From an optimization exercise on the open Yosys and OpenROAD flow, aimed at small area, a short achievable clock period and few clock cycles per item; shortcuts taken in it are not production practice. RTL that was checked went through simulation tests only; none was proved equivalent to the original. Power and IR drop assume default switching activity.

==> flow/design.v (excerpt) <==
module compression_ratio_reset_monitor_unit (
    input  wire logic                               aclk,
    input  wire logic                               aresetn,
    input  wire logic                               s_valid,
    output logic                                    s_ready,
    input  wire logic [63:0]                        s_data,
    output logic                                    m_valid,
    input  wire logic                               m_ready,
    output logic [57:0]                             m_data,
    input  wire logic                               psel,
    input  wire logic                               penable,
    input  wire logic                               pwrite,
    input  wire logic [crrm_pkg::ADDR_BITS-1:0]     paddr,
    input  wire logic [crrm_pkg::DATA_BITS-1:0]     pwdata,
    output logic [crrm_pkg::DATA_BITS-1:0]          prdata,
    output logic                                    pready
);
Size: about 370 flip-flops, about 200 I/O pins, roughly 33000 sq um of cells after synthesis.
make LEC_CHECK=0 CAP_MARGIN=20 CORE_MARGIN=2 CORE_UTILIZATION=40 SETUP_SLACK_MARGIN=4.0 SLEW_MARGIN=20 finish   # period 9.0 ns
run.sh (not shown) runs the stock make flow with config.mk's settings and CLKGATE_MAP_FILE= SYNTH_SCRIPT=/design/flow/synth_recipe.tcl, a recipe that flattens the netlist after the stock synthesis.
The baseline ran to the end with no violations.
Change:
--- a/flow/config.mk
+++ b/flow/config.mk
@@ -9,4 +9,4 @@
 export CORE_MARGIN = 2
 export CORE_UTILIZATION = 40
-export SETUP_SLACK_MARGIN = 4.0
+export SETUP_SLACK_MARGIN = 4.5
 export SLEW_MARGIN = 20
What happened:
- The changed run completed with no timing, DRC or antenna violations
- maximum frequency rises by a few percent
- cell area came out higher by a few percent
- setup slack gets better by 0.11 ns
Function was not checked in any run of this note: the RTL went through the layout flow alone.

========
run A:
compression_ratio_reset_monitor_unit, a different RTL version from the one above (not shown whole).
Size in the first run: roughly 5800 cells after synthesis, about 540 flip-flops.
==> flow/design.v (excerpt) <==
module compression_ratio_reset_monitor_unit (
    input  wire logic                               aclk,
    input  wire logic                               aresetn,
    input  wire logic                               s_valid,
    output logic                                    s_ready,
    input  wire logic [63:0]                        s_data,
    output logic                                    m_valid,
    input  wire logic                               m_ready,
    output logic [57:0]                             m_data,
    input  wire logic                               psel,
    input  wire logic                               penable,
    input  wire logic                               pwrite,
    input  wire logic [crrm_pkg::ADDR_BITS-1:0]     paddr,
    input  wire logic [crrm_pkg::DATA_BITS-1:0]     pwdata,
    output logic [crrm_pkg::DATA_BITS-1:0]          prdata,
    output logic                                    pready
);
export LEC_CHECK = 0
export CAP_MARGIN = 20
export CORE_MARGIN = 2
export CORE_UTILIZATION = 40
export SETUP_SLACK_MARGIN = 3.5
export SLEW_MARGIN = 20
create_clock -name core_clock -period 9.0 [get_ports {aclk}]
Both conditions hold for run A: the flow ran to the end and the final layout passed the timing, design-rule and antenna checks.
Testbench counts of run A, summed over its fixed seeds: cycles 10,001, items 1,920.
[inputs] run B vs run A
# run A
export LEC_CHECK = 0
export CAP_MARGIN = 20
export CORE_MARGIN = 2
export CORE_UTILIZATION = 40
export SETUP_SLACK_MARGIN = 3.5
export SLEW_MARGIN = 20
create_clock -name core_clock -period 9.0 [get_ports {aclk}]
# run B
export LEC_CHECK = 0
export ABC_AREA = 1
export CAP_MARGIN = 20
export CORE_MARGIN = 2
export CORE_UTILIZATION = 40
export SETUP_SLACK_MARGIN = 4.0
export SLEW_MARGIN = 20
create_clock -name core_clock -period 9.0 [get_ports {aclk}]
- Transition time at the pin with the least slew margin: run B vs run A down 29 ps
- Compared run B vs run A, and final cell count is up in run B.
- In run B, the total of cells resized after clock tree synthesis came out 81% above the value in run A.
- Run B vs run A — area inside the core boundary climbed by more than 10%
- Relative to run A, fraction of power spent switching nets has increased by 8.0 points in run B.
- Per the comparison of run B with run A, setup slack went up; post-synthesis share of cell area spent on xor and xnor gates went down.
Inputs modified between run B and run C:
# run B
export LEC_CHECK = 0
export ABC_AREA = 1
export CAP_MARGIN = 20
export CORE_MARGIN = 2
export CORE_UTILIZATION = 40
export SETUP_SLACK_MARGIN = 4.0
export SLEW_MARGIN = 20
create_clock -name core_clock -period 9.0 [get_ports {aclk}]
# run C
export LEC_CHECK = 0
export CAP_MARGIN = 20
export CORE_MARGIN = 2
export CORE_UTILIZATION = 40
export SETUP_SLACK_MARGIN = 4.25
export SLEW_MARGIN = 20
create_clock -name core_clock -period 9.0 [get_ports {aclk}]
--- outcome ---
- [run C] area share of and/or/nand/nor cells after synthesis fell 11 points relative to run B
- Taking run B as the reference, in run C clock tree skew after final layout picked up an extra 23 ps, largest net degree at the start of global routing climbed about 20%, worst setup slack went down, worst vdd rail ir drop went up by 19 µV, power -19%.
- Critical path depth: run C > run B
Setup changes, run C to run D
# run C
export LEC_CHECK = 0
export CAP_MARGIN = 20
export CORE_MARGIN = 2
export CORE_UTILIZATION = 40
export SETUP_SLACK_MARGIN = 4.25
export SLEW_MARGIN = 20
create_clock -name core_clock -period 9.0 [get_ports {aclk}]
# run D
export LEC_CHECK = 0
export CAP_MARGIN = 20
export CORE_MARGIN = 2
export CORE_UTILIZATION = 40
export SETUP_SLACK_MARGIN = 4.0
export SLEW_MARGIN = 20
create_clock -name core_clock -period 9.0 [get_ports {aclk}]
## What came out
[diff] overall power after layout, run D relative to run C: improvement
Relative to run C, the number of inserted diodes of run D is lower by 1.
Of run D and run C, the lower relative area of non-clock buffer cells in the final design belongs to run D.
Going from run C to run D, mean number of vias per cell +0.57%, worst hold slack now sits at about the same level, worst endpoint data arrival time went up, sequential cell fraction of total power rose by 0.4 points.
Worst setup slack is lower on run D

========
== build 58 ==
compression_ratio_reset_monitor_unit, a different RTL version from the one above (not shown whole).
Size in the first run: roughly 5800 cells after synthesis, ~540 flip-flops, ~200 I/O pins, roughly 53000 sq um of cells after synthesis.
// compression_ratio_reset_monitor_unit
module compression_ratio_reset_monitor_unit (
    input  wire logic                               aclk,
    input  wire logic                               aresetn,
    input  wire logic                               s_valid,
    output logic                                    s_ready,
    input  wire logic [63:0]                        s_data,
    output logic                                    m_valid,
    input  wire logic                               m_ready,
    output logic [57:0]                             m_data,
    input  wire logic                               psel,
    input  wire logic                               penable,
    input  wire logic                               pwrite,
    input  wire logic [crrm_pkg::ADDR_BITS-1:0]     paddr,
    input  wire logic [crrm_pkg::DATA_BITS-1:0]     pwdata,
    output logic [crrm_pkg::DATA_BITS-1:0]          prdata,
    output logic                                    pready
);
make LEC_CHECK=0 CAP_MARGIN=20 CORE_MARGIN=2 CORE_UTILIZATION=40 CTS_CLUSTER_DIAMETER=60 CTS_CLUSTER_SIZE=30 SETUP_SLACK_MARGIN=4.0 SLEW_MARGIN=20 finish   # period 9.0 ns
Build 58 finished every step from synthesis to the final layout, and the layout passed the timing, design-rule and antenna checks.
Testbench counts of build 58, summed over its fixed seeds: cycles 10,001, items 1,920.
For build 31, these inputs were changed with respect to build 58:
# build 58
export LEC_CHECK = 0
export CAP_MARGIN = 20
export CORE_MARGIN = 2
export CORE_UTILIZATION = 40
export CTS_CLUSTER_DIAMETER = 60
export CTS_CLUSTER_SIZE = 30
export SETUP_SLACK_MARGIN = 4.0
export SLEW_MARGIN = 20
create_clock -name core_clock -period 9.0 [get_ports {aclk}]
# build 31
export LEC_CHECK = 0
export CAP_MARGIN = 20
export CORE_MARGIN = 2
export CORE_UTILIZATION = 40
export CTS_CLUSTER_DIAMETER = 80
export CTS_CLUSTER_SIZE = 40
export PLACE_DENSITY = 0.7
export SETUP_SLACK_MARGIN = 4.0
export SLEW_MARGIN = 20
create_clock -name core_clock -period 9.0 [get_ports {aclk}]
### Flow results
From build 58 to build 31 the numbers moved as follows: relative contribution of combinational cells to total power picked up an extra 3.4 points, final worst setup slack picked up an extra 0.0087 ns, post-synthesis to final-layout area growth lost 2.4 points.
Between build 58 and build 31, worst hold margin increased.
[inputs] build 18 vs build 31
# build 31
export LEC_CHECK = 0
export CAP_MARGIN = 20
export CORE_MARGIN = 2
export CORE_UTILIZATION = 40
export CTS_CLUSTER_DIAMETER = 80
export CTS_CLUSTER_SIZE = 40
export PLACE_DENSITY = 0.7
export SETUP_SLACK_MARGIN = 4.0
export SLEW_MARGIN = 20
create_clock -name core_clock -period 9.0 [get_ports {aclk}]
# build 18
export LEC_CHECK = 0
export CAP_MARGIN = 20
export CORE_MARGIN = 2
export CORE_UTILIZATION = 40
export CTS_BUF_LIST = sky130_fd_sc_hd__clkbuf_4 sky130_fd_sc_hd__clkbuf_8
export SETUP_SLACK_MARGIN = 4.0
export SLEW_MARGIN = 20
create_clock -name core_clock -period 9.0 [get_ports {aclk}]
--- outcome ---
Build 18 -> build 31: sequential standard cell area flat
Diff build 31 -> build 18 | worst setup slack | decrease of 0.066 ns
Build 18 vs build 31, global-route usage went up by 1.9 points.
Build 18: done, clean on timing, DRC and antenna
Diff build 31..build 18 | xor and xnor fraction of the mapped netlist area | negligible
Count of clock-buffer cells in the layout: build 18 and build 31 compared, higher one is build 18
Re power drawn by the clock network: build 18 and build 31 aren't equal, and the higher value belongs to build 18.
Changes in build 55 relative to build 18:
# build 18
export LEC_CHECK = 0
export CAP_MARGIN = 20
export CORE_MARGIN = 2
export CORE_UTILIZATION = 40
export CTS_BUF_LIST = sky130_fd_sc_hd__clkbuf_4 sky130_fd_sc_hd__clkbuf_8
export SETUP_SLACK_MARGIN = 4.0
export SLEW_MARGIN = 20
create_clock -name core_clock -period 9.0 [get_ports {aclk}]
# build 55
export LEC_CHECK = 0
export CAP_MARGIN = 20
export CORE_MARGIN = 2
export CORE_UTILIZATION = 40
export CTS_CLUSTER_DIAMETER = 80
export CTS_CLUSTER_SIZE = 40
export SETUP_SLACK_MARGIN = 4.0
export SLEW_MARGIN = 20
create_clock -name core_clock -period 9.0 [get_ports {aclk}]
Findings:
- Status | build 55 and build 18 | clean
- Re minimum setup slack in the final design: build 55 is 0.13 ns up on build 18.
- Status: compound-gate portion of the synthesized area parity (build 18, build 55)
- Going from build 18 to build 55, multi-input logic area shrinks by about 0.3%.
- For the final clock skew, build 55 came in 0.018 ns lower than build 18 did.
- Build 55 ended up with a lower number of cells on the worst reg-to-reg path than build 18 did.
- In build 55, the total chip power came out 0.69 mW below the value in build 18.
- NOTE total routed wirelength build 18->build 55 decreased slightly
- Build 55 ended with less global-route usage than build 18.

static timing again, ports no longer ideal:
Ports are ideal in the flow. The routed layouts listed here were re-timed in OpenROAD. Step 1 sets driving cells, clkbuf_16 on the clock port and buf_2 on the other inputs (assumed; they add their load-dependent delay and slew). Step 2 adds t to the input delays and takes it off the output delays; t is the mean of the earliest and latest rising clock arrival at the registers after step 1. Input paths then give back, and output paths get back, about the clock's delay inside the block. Three values: ideal, step 1, step 2; two values: the first two.
run | t, ns | slack for setup (ns) | clock arrival spread, ns | worst slew at a driven data input, ns
the first run of note 1 | 0.656 | 3.622 / 3.622 / 3.453 | 0.065 / 0.065 | 0.06
the second run of note 1 | 0.656 | 3.729 / 3.729 / 3.729 | 0.068 / 0.068 | 0.06
run A | 0.721 | 3.551 / 3.518 / 2.992 | 0.035 / 0.034 | 0.19
run B | 0.730 | 4.008 / 3.871 / 3.574 | 0.019 / 0.019 | 0.21
run C | 0.734 | 3.935 / 3.935 / 3.625 | 0.049 / 0.049 | 0.20
run D | 0.726 | 3.890 / 3.890 / 3.407 | 0.053 / 0.053 | 0.21
build 58 | 0.763 | 3.957 / 3.957 / 3.423 | 0.044 / 0.044 | 0.23
build 31 | 0.682 | 3.965 / 3.965 / 3.329 | 0.038 / 0.038 | 0.15
build 18 | 0.882 | 3.899 / 3.899 / 3.280 | 0.059 / 0.058 | 0.23
build 55 | 0.681 | 4.033 / 4.006 / 3.450 | 0.041 / 0.041 | 0.24
After both steps setup and hold are still met in every run listed. For build 31, which loses most, drivers alone change the setup slack by 0.000 ns; drivers and shift together by -0.636 ns.
